Context: an optimization exercise on an open-source flow, tuned for a short achievable clock period and few clock cycles. The choices shown serve that exercise and are no tape-out recipe.
In this exercise RTL edits were held to simulation tests only and were not proved equivalent to the original.
Power figures rest on the tool's default switching activity, not on a simulated workload.

$ cat flow/constraint.sdc
create_clock -name core_clock -period 11.0 [get_ports {clk}]
set_input_delay 2.2000 -clock core_clock [delete_from_list [all_inputs] [get_ports {clk}]]
set_output_delay 2.2000 -clock core_clock [all_outputs]
set_load 0.01 [all_outputs]
$ cat flow/flow/run.sh
#!/bin/bash
# Standard ORFS layout (the standard.sh) with these changes:
# - timing repair aims well below the clock period, to push the achieved
#   period down;
# - the ports get real buffers (buf_4) instead of the smallest buffer;
# - adders are left to abc (no half/full adder cell extraction), and the
#   adders and a few small combinational blocks (zero and equality detection,
#   the F-stage BEQ resolution) are kept apart during abc so each is mapped
#   for depth on its own; the standard flow's synthesis script flattens them afterwards,
#   and every register stays in the top module, so register names are
#   unchanged.
# Each ORFS step writes its full log under orfs/logs/; this script's own
# output goes to run_standard.log.
set -euo pipefail
export SETUP_SLACK_MARGIN=${SETUP_SLACK_MARGIN:-6.5}
export ADDER_MAP_FILE=
export SYNTH_KEEP_MODULES="ksAdd32 ksAdd30 zeroDet brResolve eqDet"
export BUFFER_PORTS_ARGS="-buffer_cell sky130_fd_sc_hd__buf_4"
bash standard.sh finish > run_standard.log 2>&1
$ cat flow/config.mk
export PLATFORM = sky130hd
export DESIGN_NAME = mipsCore
export DESIGN_NICKNAME = mipsCore
export VERILOG_FILES = /design/flow/design.v
export SDC_FILE = /design/flow/constraint.sdc
export NUM_CORES = 4
export LEC_CHECK = 0
export CAP_MARGIN = 20
export CORE_MARGIN = 2
export CORE_UTILIZATION = 35
export SLEW_MARGIN = 20
$ cat flow/design.v
package mipsPkg;
    typedef logic [32-1:0] word_t;
    typedef logic [$clog2(32)-1:0] regIdx_t;
    typedef logic [5:0] opcode_t;  
    typedef logic [5:0] funct_t;   
    typedef enum logic [2:0] {
        ALU_NOP  = 3'd0,
        ALU_ADD  = 3'd1,
        ALU_SUB  = 3'd2,
        ALU_AND  = 3'd3,
        ALU_OR   = 3'd4,
        ALU_SLT  = 3'd5,
        ALU_SLTU = 3'd6
    } aluOp_t;
endpackage
module control
(
    input  mipsPkg::word_t instr,
    output logic           isR,       
    output logic           isLw,
    output logic           isSw,
    output logic           isBeq,
    output logic           isJ,
    output logic           isOri,
    output logic           plain,     
    output logic [4:0]     dst,       
    output logic           useImm,    
    output logic [5:0]     aluSel     
);
    logic [5:0] op, funct;
    logic       opR, isAddi;
    logic       fAdd, fSub, fAnd, fOr, fSlt, fSltu;
    assign op    = instr[31:26];
    assign funct = instr[5:0];
    assign opR    = (op == 6'b000000);
    assign isAddi = (op == 6'b001000);
    assign isOri  = (op == 6'b001101);
    assign isLw   = (op == 6'b100011);
    assign isSw   = (op == 6'b101011);
    assign isBeq  = (op == 6'b000100);
    assign isJ    = (op == 6'b000010);
    assign fAdd  = (funct == 6'b100000) || (funct == 6'b100001);
    assign fSub  = (funct == 6'b100010) || (funct == 6'b100011);
    assign fAnd  = (funct == 6'b100100);
    assign fOr   = (funct == 6'b100101);
    assign fSlt  = (funct == 6'b101010);
    assign fSltu = (funct == 6'b101011);
    assign isR    = opR && (fAdd || fSub || fAnd || fOr || fSlt || fSltu);
    assign plain  = isR || isAddi || isOri || isLw || isSw;
    assign useImm = isAddi || isOri || isLw || isSw;
    assign dst    = isR ? instr[15:11] : ((isAddi || isOri || isLw) ? instr[20:16] : 5'd0);
    assign aluSel[0] = isAddi || isLw || isSw || (opR && fAdd);
    assign aluSel[1] = opR && fSub;
    assign aluSel[2] = opR && fAnd;
    assign aluSel[3] = isOri || (opR && fOr);
    assign aluSel[4] = opR && fSlt;
    assign aluSel[5] = opR && fSltu;
endmodule
module fwdSource
(
    input  logic [4:0] r,
    input  logic       dNz,
    input  logic [4:0] dDst,
    input  logic       dLw,
    input  logic       eNz,
    input  logic [4:0] eDst,
    input  logic       eLw,
    output logic [1:0] src
);
    always_comb
    begin
        if (eNz && (eDst == r))
            src = eLw ? 2'd3 : 2'd2;
        else if (dNz && (dDst == r))
            src = dLw ? 2'd3 : 2'd1;
        else
            src = 2'd0;
    end
endmodule
module brResolve
(
    input  logic [4:0]  rs,
    input  logic [4:0]  rt,
    input  logic        backward,
    input  logic        dNz,
    input  logic [4:0]  dDst,
    input  logic        dLw,
    input  logic        dZero,
    input  logic        eNz,
    input  logic [4:0]  eDst,
    input  logic        eLw,
    input  logic        eZero,
    input  logic        mRdNz0,
    input  logic [4:0]  mRd0,
    input  logic        wbZero0,
    input  logic        mRdNz1,
    input  logic [4:0]  mRd1,
    input  logic        wbZero1,
    input  logic [31:1] regZero,
    output logic        resolved,
    output logic        taken
);
    logic [4:0]  rOther;
    logic        oneZero, zO, kO;
    logic [31:0] zeroFlags;
    logic        fwdOE, fwdOD, fwdOM1, fwdOM0;
    assign zeroFlags = {regZero, 1'b1};
    assign oneZero   = (rs == 5'd0) || (rt == 5'd0);
    assign rOther    = rs | rt;
    assign fwdOE     = eNz && (eDst == rOther);
    assign fwdOD     = dNz && (dDst == rOther);
    assign fwdOM1    = mRdNz1 && (mRd1 == rOther);
    assign fwdOM0    = mRdNz0 && (mRd0 == rOther);
    assign zO        = fwdOE ? eZero : fwdOD ? dZero : fwdOM1 ? wbZero1 : fwdOM0 ? wbZero0 : zeroFlags[rOther];
    assign kO        = fwdOE ? !eLw : (fwdOD ? !dLw : 1'b1);
    assign resolved = (rs == rt) || (oneZero && kO);
    assign taken    = (rs == rt) || ((oneZero && kO) ? zO : backward);
endmodule
module ksAdd #(parameter int W = 32)
(
    input  logic [W-1:0] a,
    input  logic [W-1:0] b,
    input  logic         cin,
    output logic [W-1:0] sum,
    output logic         cout
);
    localparam int L = $clog2(W);
    logic [W-1:0] g [0:L];
    logic [W-1:0] p [0:L];
    always_comb
    begin
        for (int i = 0; i < W; i++)
        begin
            g[0][i] = a[i] & b[i];
            p[0][i] = a[i] ^ b[i];
        end
        g[0][0] = (a[0] & b[0]) | (cin & (a[0] ^ b[0]));
    end
    for (genvar l = 0; l < L; l++)
    begin : lvl
        for (genvar i = 0; i < W; i++)
        begin : bitx
            if (i >= (1 << l))
            begin : comb
                assign g[l+1][i] = g[l][i] | (p[l][i] & g[l][i - (1 << l)]);
                assign p[l+1][i] = p[l][i] & p[l][i - (1 << l)];
            end
            else
            begin : pass
                assign g[l+1][i] = g[l][i];
                assign p[l+1][i] = p[l][i];
            end
        end
    end
    always_comb
    begin
        sum[0] = a[0] ^ b[0] ^ cin;
        for (int i = 1; i < W; i++)
            sum[i] = a[i] ^ b[i] ^ g[L][i-1];
    end
    assign cout = g[L][W-1];
endmodule
module ksAdd32
(
    input  logic [31:0] a,
    input  logic [31:0] b,
    input  logic        cin,
    output logic [31:0] sum,
    output logic        cout
);
    ksAdd #(.W(32)) add_i (.a(a), .b(b), .cin(cin), .sum(sum), .cout(cout));
endmodule
module ksAdd30
(
    input  logic [29:0] a,
    input  logic [29:0] b,
    input  logic        cin,
    output logic [29:0] sum,
    output logic        cout
);
    ksAdd #(.W(30)) add_i (.a(a), .b(b), .cin(cin), .sum(sum), .cout(cout));
endmodule
module aluUnit
(
    input  logic [31:0] a,
    input  logic [31:0] b,
    input  logic [5:0]  sel,       
    output logic [31:0] sum,
    output logic [31:0] result,
    output logic        zero
);
    logic [31:0] diff;
    logic        carrySub, lessS, lessU;
    ksAdd32 add_i (.a(a), .b(b),  .cin(1'b0), .sum(sum),  .cout());
    ksAdd32 sub_i (.a(a), .b(~b), .cin(1'b1), .sum(diff), .cout(carrySub));
    assign lessU = !carrySub;
    assign lessS = lessU ^ a[31] ^ b[31];
    assign result = ({32{sel[0]}} & sum)
                  | ({32{sel[1]}} & diff)
                  | ({32{sel[2]}} & (a & b))
                  | ({32{sel[3]}} & (a | b))
                  | {31'b0, (sel[4] & lessS) | (sel[5] & lessU)};
    logic zeroLogic;
    zeroDet zero_i (.a(a), .b(b), .sel(sel[3:0]), .zero(zeroLogic));
    assign zero = zeroLogic || (sel[4] && !lessS) || (sel[5] && !lessU);
endmodule
module zeroDet
(
    input  logic [31:0] a,
    input  logic [31:0] b,
    input  logic [3:0]  sel,       
    output logic        zero
);
    assign zero = (sel[0] && ((a ^ b) == {a[30:0] | b[30:0], 1'b0}))
               || (sel[1] && (a == b))
               || (sel[2] && ((a & b) == 32'd0))
               || (sel[3] && ((a | b) == 32'd0));
endmodule
module eqDet
(
    input  logic [31:0] a,
    input  logic [31:0] b,
    output logic        eq
);
    assign eq = (a == b);
endmodule
module mipsCore
(
    input  logic           clk,
    input  logic           rst,
    output mipsPkg::word_t instrAddr,
    input  mipsPkg::word_t instr,
    output mipsPkg::word_t dataAddr,
    output mipsPkg::word_t dataWrite,
    output logic           dataWriteEn,
    input  mipsPkg::word_t dataRead
);
    logic [31:0] pcSeq;         
    logic [31:0] pcBr;          
    logic [31:0] pcAlt;         
    logic        selBr, selAlt;
    logic [31:0] pc;
    logic [31:0] regs [1:31];
    logic [31:1] regZero;       
    logic [31:0] dA, dT;
    logic        dSelAAlu0, dSelTAlu0, dSelTLd;
    logic        dSelBImm;              
    logic [31:0] dImm;
    logic [5:0]  dAluSel;
    logic [4:0]  dDst;                  
    logic        dNzR;                  
    logic        dLwR;
    logic        dSwR;
    logic        dCheckR;               
    logic        dValid;                
    logic        dNz, dLw, dSw, dCheck;
    logic        dPredTaken;
    logic [31:0] dPc4;                  
    logic [31:0] dBrTarget;             
    logic [31:0] mAddr;
    logic [31:0] mWData;
    logic        mWe;
    logic [31:0] mAlu0;
    logic        mAluZero0;
    logic        mLoad0;
    logic [4:0]  mRd0;                  
    logic        mRdNz0;
    assign dNz    = dNzR && dValid;
    assign dLw    = dLwR && dValid;
    assign dSw    = dSwR && dValid;
    assign dCheck = dCheckR && dValid;
    assign pc = selAlt ? pcAlt : (selBr ? pcBr : pcSeq);
    logic [31:0] wbData0;
    logic        loadZero, wbZero0;
    assign loadZero = (dataRead == 32'd0);
    assign wbData0  = mLoad0 ? dataRead : mAlu0;
    assign wbZero0  = mLoad0 ? loadZero : mAluZero0;
    assign dataAddr    = mAddr;
    assign dataWrite   = mWData;
    assign dataWriteEn = mWe && !rst;
    always_ff @(posedge clk)
    begin
        if (rst)
        begin
            for (int i = 1; i < 32; i++)
                regs[i] <= '0;
            regZero <= '1;
        end
        else
        begin
            for (int i = 1; i < 32; i++)
            begin
                if (mRdNz0 && (mRd0 == 5'(i)))
                begin
                    regs[i]    <= wbData0;
                    regZero[i] <= wbZero0;
                end
            end
        end
    end
    logic [31:0] dOpA, dOpR, dOpT, dAluB;
    assign dOpA = dSelAAlu0 ? mAlu0 : dA;
    assign dOpR = dSelTAlu0 ? mAlu0 : dT;
    assign dOpT  = dSelTLd ? dataRead : dOpR;
    assign dAluB = dSelBImm ? dImm : dOpR;
    logic [31:0] dSum, dResult;
    logic        dZero;
    aluUnit alu0_i (.a(dOpA), .b(dAluB), .sel(dAluSel), .sum(dSum), .result(dResult), .zero(dZero));
    logic        mispredict;
    logic [31:0] altPc;         
    logic dEq;
    eqDet eq_i (.a(dOpA), .b(dOpT), .eq(dEq));
    assign mispredict = dCheck && (dEq != dPredTaken);
    assign altPc      = dPredTaken ? dPc4 : dBrTarget;
    always_ff @(posedge clk)
    begin
        mAddr     <= dSum;
        mWData    <= dOpT;
        mAlu0     <= dResult;
        mAluZero0 <= dZero;
        if (rst)
        begin
            mWe    <= 1'b0;
            mLoad0 <= 1'b0;
            mRd0   <= 5'd0;
            mRdNz0 <= 1'b0;
        end
        else
        begin
            mWe    <= dSw;
            mLoad0 <= dLw;
            mRd0   <= dDst;
            mRdNz0 <= dNz;
        end
    end
    logic [4:0]  fRs, fRt;
    logic [15:0] fImm;
    assign fRs  = instr[25:21];
    assign fRt  = instr[20:16];
    assign fImm = instr[15:0];
    logic       isR, isLw, isSw, isBeq, isJ, isOri, fPlain, useImm;
    logic [4:0] fDst;
    logic [5:0] fAluSel;
    control dec0_i (
        .instr  (instr),
        .isR    (isR),
        .isLw   (isLw),
        .isSw   (isSw),
        .isBeq  (isBeq),
        .isJ    (isJ),
        .isOri  (isOri),
        .plain  (fPlain),
        .dst    (fDst),
        .useImm (useImm),
        .aluSel (fAluSel)
    );
    logic [1:0] srcA, srcT;
    fwdSource srcA_i (.r(fRs), .dNz(dNz), .dDst(dDst), .dLw(dLw), .eNz(1'b0), .eDst(5'd0), .eLw(1'b0), .src(srcA));
    fwdSource srcT_i (.r(fRt), .dNz(dNz), .dDst(dDst), .dLw(dLw), .eNz(1'b0), .eDst(5'd0), .eLw(1'b0), .src(srcT));
    logic [31:0] fA, fT;
    always_comb
    begin
        fA = '0;
        fT = '0;
        for (int i = 1; i < 32; i++)
        begin
            fA = fA | ({32{fRs == 5'(i)}} & regs[i]);
            fT = fT | ({32{fRt == 5'(i)}} & regs[i]);
        end
        if (mRdNz0 && (mRd0 == fRs)) fA = wbData0;
        if (mRdNz0 && (mRd0 == fRt)) fT = wbData0;
    end
    logic stall;
    assign stall = (srcA == 2'd3) || ((srcT == 2'd3) && isR);
    logic resolved, taken;
    brResolve resolve_i (
        .rs       (fRs),
        .rt       (fRt),
        .backward (fImm[15]),
        .dNz      (dNz),
        .dDst     (dDst),
        .dLw      (dLw),
        .dZero    (dZero),
        .eNz      (1'b0),
        .eDst     (5'd0),
        .eLw      (1'b0),
        .eZero    (1'b0),
        .mRdNz0   (mRdNz0),
        .mRd0     (mRd0),
        .wbZero0  (wbZero0),
        .mRdNz1   (1'b0),
        .mRd1     (5'd0),
        .wbZero1  (1'b0),
        .regZero  (regZero),
        .resolved (resolved),
        .taken    (taken)
    );
    logic [31:0] pcPlus4, branchTarget, jumpTarget, seqPc;
    assign pcPlus4 = pc + 32'd4;
    ksAdd30 target_i (
        .a    (pcPlus4[31:2]),
        .b    ({{14{fImm[15]}}, fImm}),
        .cin  (1'b0),
        .sum  (branchTarget[31:2]),
        .cout ()
    );
    assign branchTarget[1:0] = pcPlus4[1:0];
    assign jumpTarget = {pcPlus4[31:28], instr[25:0], 2'b00};
    localparam int NJ = 4;
    logic [NJ-1:0] jValid;
    logic [NJ-1:0][31:2] jAddr;
    logic [NJ-1:0][31:2] jTarget;
    logic [$clog2(NJ)-1:0] jNext;    
    logic          jIns;             
    logic [31:2]   jInsTarget;
    logic [31:2]   prevA;            
    logic [NJ-1:0] jHit;
    logic          fold;
    logic [31:0]   foldPc;
    always_comb
    begin
        foldPc = '0;
        for (int i = 0; i < NJ; i++)
        begin
            jHit[i] = jValid[i] && (jAddr[i] == pcPlus4[31:2]);
            foldPc  = foldPc | ({32{jHit[i]}} & {jTarget[i], 2'b00});
        end
    end
    assign fold = |jHit;
    assign seqPc = isJ ? jumpTarget : (fold ? foldPc : pcPlus4);
    always_ff @(posedge clk)
    begin
        if (rst)
        begin
            jValid <= '0;
            jNext  <= '0;
        end
        else if (jIns)
        begin
            for (int i = 0; i < NJ; i++)
                if (jNext == i)
                    jValid[i] <= 1'b1;
            jNext <= jNext + 1'b1;
        end
    end
    always_ff @(posedge clk)
    begin
        for (int i = 0; i < NJ; i++)
        begin
            if (jIns && (jNext == i))
            begin
                jAddr[i]   <= prevA;
                jTarget[i] <= jInsTarget;
            end
        end
    end
    always_ff @(posedge clk)
    begin
        jIns       <= isJ && !rst;
        jInsTarget <= jumpTarget[31:2];
        prevA      <= pc[31:2];
    end
    always_ff @(posedge clk)
    begin
        pcAlt <= altPc;
        pcBr  <= branchTarget;
        pcSeq <= stall ? pc : seqPc;
        if (rst)
        begin
            pcSeq  <= 32'h0000_0000;
            selBr  <= 1'b0;
            selAlt <= 1'b0;
        end
        else
        begin
            selAlt <= mispredict;
            selBr  <= !mispredict && !stall && isBeq && taken;
        end
    end
    always_ff @(posedge clk)
    begin
        dA         <= fA;
        dT         <= fT;
        dSelAAlu0  <= (srcA == 2'd1);
        dSelTAlu0  <= (srcT == 2'd1);
        dSelTLd    <= (srcT == 2'd3);
        dSelBImm   <= useImm;
        dImm       <= isOri ? {16'b0, fImm} : {{16{fImm[15]}}, fImm};
        dAluSel    <= fAluSel;
        dPredTaken <= taken;
        dPc4       <= pcPlus4;
        dBrTarget  <= branchTarget;
        dDst       <= fDst;
        dNzR       <= (fDst != 5'd0);
        dLwR       <= isLw;
        dSwR       <= isSw;
        dCheckR    <= isBeq && !resolved;
        dValid     <= !rst && !mispredict && !stall;
    end
    assign instrAddr = pc;
endmodule
$ cat flow/standard.sh
#!/bin/bash
# synth_recipe.tcl (not shown) runs the flow's synth.tcl, then flattens the netlist and writes it again
# the make line also repeats each setting of config.mk as NAME=value (left out here)
make -C /OpenROAD-flow-scripts/flow DESIGN_CONFIG=/design/flow/config.mk WORK_HOME=/design/flow/orfs CLKGATE_MAP_FILE= SYNTH_SCRIPT=/design/flow/synth_recipe.tcl "${@:-finish}"
==> flow_summary.toml, run 1 <==
[global_route]
grt_remaining_overflow = 0
antenna_found_initial = 27
grt_usage = 0.3435
grt_pass1_vias = 72605
grt_pass1_wl_mm = 566.9
grt_max_degree = 222

[worst_setup_path]
worstRegToRegCells = 23
required_ps = 11710
crit_arrival_ps = 5590
endpoint_kind = "flip-flop"
r2r_setup_slack_ps = 6120
cp_max_fo = 15
critPathKind = "reg2reg"
crit_path_start_kind = "flip-flop"

[die]
die_w_um = 477.8
num_rows = 173
dieArea_sq_um = 228300
start_util = 0.3528
pin_count = 163
core_sq_um = 222700
die_h_um = 477.8

[pwr]
cellPowerDensity_nw_per_um2 = 138.2
power_leakage_nw = 32.60
max-vdd-ir-drop_uv = 171.1
total_power_mw = 13.39

[sta]
fmax_mhz = 204.9
hold_violations = 0
drv_slew = 0
worst_pin_slew_ps = 1256
fin_crit_sh = 0.4437
setup_tns_ps = 0
period_needed_ps = 4880
finalSetupViolations = 0
maxSlewHeadroom = 0.1627
finClkSkew_ps = 70.47
rsz0062_at_grt = "yes"
fin_ws_ps = 6120

[hold_path]
min_path_type = "reg2reg"
min_delay_path_depth = 0

[finish]
final_core_util = 0.4350
num-nets-final = 8651
drive_above_1_share = 0.2136
nFillCells = 20960
final_cell_area_sq_um = 96890
syn_to_final_growth_pct = 23.31

[clock_tree]
numCtsBuffers = 178
clock-root-buffer = "clkbuf_16"
h-tree-depth = 4
ctsHoldBuffers = 0
path_clk_slew_ps = 60
clockBufferDepth = 3
tritoncts = "built"
cts_sinks = 1645
clk_latency_ps = 880

[drt]
vias_per_cell = 6.849
detail-route-antenna-nets = 0
drt-total-wl_mm = 414.9
drc = 0
drtIter0Drc = 16536
drt-pass1-iter-count = 14
vias = 80322
wl_per_cell_um = 35.38

[placement]
postPlaceCellArea_sq_um = 83440
port_buffers = 162
gp_congestion = 0.9918
place_worst_setup_slack_ps = 3840
dp_hpwl_mm = 246.2

[logic_synthesis]
synth_area_sq_um = 78580
syn_avg_cell_area_sq_um = 9.340
syn_inst = 8413
yosys_warnings = 629

[outcome]
outcome = "no timing/DRC/antenna violations"

[job]
maxCapViolCount = 0
## sequential cells by signal, summed over array words and instances (netlist names), 2 cells and up
| register | flops |
|---|---|
| mWData | 32 |
| jValid | 4 |
| dT | 32 |
| pcSeq | 32 |
| dDst | 5 |
| dAluSel | 6 |
| jInsTarget | 29 |
| mRd0 | 5 |
| jAddr | 120 |
| prevA | 30 |
| jTarget | 120 |
| mAddr | 32 |
| dA | 32 |
| dPc4 | 27 |
| pcAlt | 32 |
| pcBr | 32 |
| mAlu0 | 32 |
| regZero | 31 |
| jNext | 2 |
| regs | 992 |
## through the flow
| stage | hold WS [ps] | cells |
|---|---|---|
| global placement | 334.2 | 10976 |
| finish | 358.3 | 11728 |
| CTS | 357.1 | 11599 |
| floorplan | 405.0 | 8438 |
| global route | 366.5 | 11716 |
| detailed placement | 339.6 | 10988 |
## critical path, cell delays in order, from the launching register on
cell	delay (ps)
dfxtp_4	440
buf_12	160
clkinvlp_4	150
buf_12	160
buf_4	120
o211a_4	160
buf_4	150
o211a_4	260
buf_12	160
nand2_1	120
buf_12	200
nor3_4	80
buf_6	140
o211ai_1	270
a31oi_4	170
or4_4	540
nor4_4	370
buf_12	180
nor4_4	50
and2_4	180
buf_12	130
buf_16	150
a221oi_2	270
a221oi_2	80
## metal layers
| metal | global-route usage | routed length, um | vias to the layer above |
|---|---|---|---|
| met4 | 0.2079 | 31480 | 37 |
| met3 | 0.1461 | 65480 | 2000 |
| met5 | 0.003782 | 471 | - |
| li1 | - | - | 32487 |
| met1 | 0.4396 | 154300 | 38563 |
| met2 | 0.4733 | 163200 | 7235 |
## cells in the final DEF, fill, tap and decap left out, drive strengths merged, types with 23 or more instances in the layout
master / instances
edfxtp: 240
buf: 767
o211ai: 26
a211oi: 1021
xor2: 144
a31oi: 57
inv: 98
nand2b: 25
a21oi: 136
xnor2: 228
nor2: 1274
nand4: 183
o21ai: 171
nand2: 261
nand3: 193
nor4: 81
and3: 34
a221oi: 278
maj3: 60
o31ai: 31
clkbuf: 250
a222oi: 78
clkinv: 59
a22o: 257
a22oi: 479
clkinvlp: 23
nor3: 138
mux2: 149
conb: 27
and2: 27
o21a: 53
mux2i: 134
dfxtp: 1405
## repair_timing
action	CTS	global route
endpoints found under the setup margin	160	210
gates cloned	20	1
buffers inserted	260	102
gates resized for setup	510	210
pin swaps	123	149
## area by class of cell
cell class	count	area, sq um	share of cell area
Antenna cell	17	42.54	0.0004391
Sequential cell	1645	35350	0.3649
Clock buffer	248	5152	0.05318
Clock inverter	83	1202	0.01241
Tap cell	2975	3722	0.03842
Timing Repair Buffer	774	7272	0.07505
Inverter	116	598.1	0.006173
Multi-Input combinational cell	5870	43550	0.4494
## path summary, 6_finish.rpt
kind	from	to
hold reg to reg	pcBr[0]	pcAlt[0]
setup / recovery	selAlt	pcSeq[11]
setup reg to reg	selAlt	pcSeq[11]
hold / removal	pcBr[0]	pcAlt[0]
## power by group
group	switching, mW	internal, mW
combinational	0.493	0.220
sequential	0.0432	6.13
clock	2.74	3.75
total	3.28	10.1
Testbench counts, summed over its fixed seeds: cycles 104,177.
==> run 2: changes to the inputs <==
--- a/flow/design.v
+++ b/flow/design.v
@@ -399,15 +399,15 @@
     assign pcPlus4 = pc + 32'd4;
     ksAdd30 target_i (
-        .a    (pcPlus4[31:2]),
+        .a    (pc[31:2]),
         .b    ({{14{fImm[15]}}, fImm}),
-        .cin  (1'b0),
+        .cin  (1'b1),
         .sum  (branchTarget[31:2]),
         .cout ()
     );
-    assign branchTarget[1:0] = pcPlus4[1:0];
+    assign branchTarget[1:0] = pc[1:0];
     assign jumpTarget = {pcPlus4[31:28], instr[25:0], 2'b00};
     localparam int NJ = 4;
     logic [NJ-1:0] jValid;
-    logic [NJ-1:0][31:2] jAddr;
+    logic [NJ-1:0][31:2] jKey;       
     logic [NJ-1:0][31:2] jTarget;
     logic [$clog2(NJ)-1:0] jNext;    
@@ -423,5 +423,5 @@
         for (int i = 0; i < NJ; i++)
         begin
-            jHit[i] = jValid[i] && (jAddr[i] == pcPlus4[31:2]);
+            jHit[i] = jValid[i] && (jKey[i] == pc[31:2]);
             foldPc  = foldPc | ({32{jHit[i]}} & {jTarget[i], 2'b00});
         end
@@ -450,5 +450,5 @@
             if (jIns && (jNext == i))
             begin
-                jAddr[i]   <= prevA;
+                jKey[i]    <= prevA - 30'd1;
                 jTarget[i] <= jInsTarget;
             end
==> flow_summary.toml, run 2 <==
[finish]
final_common_cell = "dfxtp_1"
nFillCells = 20906
top_regs = "regs (992), jKey (120), jTarget (120)"
top_register = "regs"
multi_input_area_sq_um = 40190
layout_common_cells = "dfxtp_1, nor2_1, a211oi_1, a22oi_1, buf_4"
largest_reg_flops = 992
num-nets-final = 8216
syn_to_final_growth_pct = 18.59
drive_above_1_share = 0.1720
regArea_sq_um = 35350

[sta]
fmax_mhz = 209.7
period_needed_ps = 4768
finClkSkew_ps = 66.81
finalSetupViolations = 0
drv_slew = 0
hold_violations = 0
setup_tns_ps = 0
fin_ws_ps = 6232
maxSlewHeadroom = 0.1482
fin_crit_sh = 0.4335
rsz0062_at_grt = "yes"
worst_pin_slew_ps = 1278

[pwr]
power_leakage_nw = 30.16
power_frac_seq = 0.468
cellPowerDensity_nw_per_um2 = 145.7
p_comb_frac = 0.057
total_power_mw = 13.28
switching_share = 0.2469
power.internal_mw = 9.999
switchingPower_mw = 3.279
power_frac_clock = 0.475
max-vdd-ir-drop_uv = 179.2

[worst_setup_path]
worstRegToRegCells = 22
cp_max_fo = 24
required_ps = 11670
critPathKind = "in2reg"
r2r-end = "selBr"
rr_startpoint = "dSelTAlu0"
cp-startpoint = "instr[17]"
r2r_setup_slack_ps = 6360
crit_path_end = "dT[0]"
crit_arrival_ps = 5440
endpoint_kind = "flip-flop"
crit_path_start_kind = "input port"

[global_route]
grt_remaining_overflow = 0
use_met1 = 0.4080
antenna_found_initial = 33
grt_pass1_vias = 69472
use_met2 = 0.4740
use_met3 = 0.1386
grt-busiest-layer = "met2"
grt_usage = 0.3300
grt_pass1_wl_mm = 535.0
grt_max_degree = 216

[placement]
gp_congestion = 1.004
port_buffers = 162
dp_hpwl_mm = 228.0
place_worst_setup_slack_ps = 5056

[die]
start_util = 0.3509
dieArea_sq_um = 223400
core_sq_um = 219100
num_rows = 172
die_h_um = 472.6
pin_count = 163
die_w_um = 472.6

[logic_synthesis]
synth_area_sq_um = 76870
syn_avg_cell_area_sq_um = 9.431
syn_inst = 8150
yosys_warnings = 629

[drt]
wl_per_cell_um = 34.62
vias_per_cell = 6.840
drc = 0
vias = 76604
drt-total-wl_mm = 387.7
drt-pass1-iter-count = 17
detail-route-antenna-nets = 0
drtIter0Drc = 16037

[clock_tree]
h-tree-depth = 4
tritoncts = "built"
ctsHoldBuffers = 0
path_clk_slew_ps = 60
clockBufferDepth = 3
cts_sinks = 1645
numCtsBuffers = 173
clock-root-buffer = "clkbuf_16"
clk_latency_ps = 870

[outcome]
outcome = "no timing/DRC/antenna violations"

[hold_path]
min_path_type = "reg2reg"

[job]
maxCapViolCount = 0
run 2: metrics by stage:
stage	instances	utilization	cell area, sq um	hold WS [ps]
after floorplan	8175	-	77070	405.0
after global routing	11183	0.4159	91110	367.5
final	11200	0.4161	91150	358.6
after CTS	11083	0.4097	89770	356.8
after global placement	10623	0.3716	81410	336.3
after detailed placement	10632	0.3724	81590	346.1
run 2: repair_timing:
| action | 4_1_cts | 5_1_grt |
|---|---|---|
| pin swaps | 18 | 30 |
| buffers inserted | 120 | 76 |
| resized for setup | 210 | 112 |
| cloned | 11 | 1 |
| setup endpoints to repair | 330 | 71 |
run 2: routing by layer:
| layer | share of wire | vias to the layer above |
|---|---|---|
| met5 | 0.0018 | - |
| met4 | 0.082 | 26 |
| met3 | 0.15 | 2249 |
| met2 | 0.40 | 6961 |
| met1 | 0.36 | 36349 |
| li1 | - | 31019 |
run 2: final cells by class:
class / instances / area share
clock buffers: 237 / 0.05339
inverters: 106 / 0.005875
flip-flops and latches: 1645 / 0.3878
diodes: 34 / 0.0009334
repair buffers: 580 / 0.05856
clock inverters: 83 / 0.01314
multi-input cells: 5644 / 0.4409
well taps: 2871 / 0.03941
run 2: how the worst min path moves through the flow:
| stage | startpoint | endpoint | slack, ps | cells past startpoint |
|---|---|---|---|---|
| 3_3_place_gp | pcBr[0] | pcAlt[0] | 340 | 0 |
| 5_1_grt | pcBr[1] | pcAlt[1] | 370 | 0 |
| 2_1_floorplan | pcBr[0] | pcAlt[0] | 410 | 1 |
| 4_1_cts | pcBr[1] | pcAlt[1] | 360 | 0 |
| 3_5_place_dp | pcBr[1] | pcAlt[1] | 350 | 0 |
| 6_report | pcBr[1] | pcAlt[1] | 360 | 0 |
run 2: power groups by stage:
stage	registers (mW)	logic (mW)	clock network, mW
after floorplan	6.32	0.385	0
after global placement	6.34	0.655	0
after detailed placement	6.34	0.660	0
after CTS	6.21	0.704	6.30
after global routing	6.22	0.771	6.54
final	6.22	0.759	6.30
run 2: critical path, stage by stage:
cell,delay (ps)
buf_4,220
nand2_1,490
nor2_4,690
buf_4,700
a22oi_1,220
nand4_1,120
nor3_1,90
mux2i_2,660
Testbench counts of run 2, summed over its fixed seeds: cycles 104,177.

-- afterwards: timing with drivers on the ports --
The flow's constraints put no driver on any port. The routed layouts listed below were extracted and timed again, unchanged, in two steps. Step 1: set_driving_cell puts a clkbuf_16 on clk and a buf_2 on each other input, an assumption about the parent block. Step 2 moves the port delays by t, midway between the first and last clock arrival at a register: inputs arrive t later, outputs are due t later. That takes back most of the time a late clock gives input paths. Slacks: no drivers / after step 1 / after step 2; pairs: no drivers / after step 1.
| run | t, ns | slack for setup (ns) | hold slack, ns | worst slew at a driven data input, ns |
|---|---|---|---|---|
| run 1 | 0.946 | 6.120 / 6.092 / 5.267 | 0.358 / 0.358 / 0.358 | 0.22 |
| run 2 | 0.936 | 6.232 / 6.032 / 5.309 | 0.359 / 0.359 / 0.359 | 0.29 |
After both steps setup and hold are still met in every run listed. For run 2, which loses most, drivers alone change the setup slack by -0.200 ns; drivers and shift together by -0.923 ns.
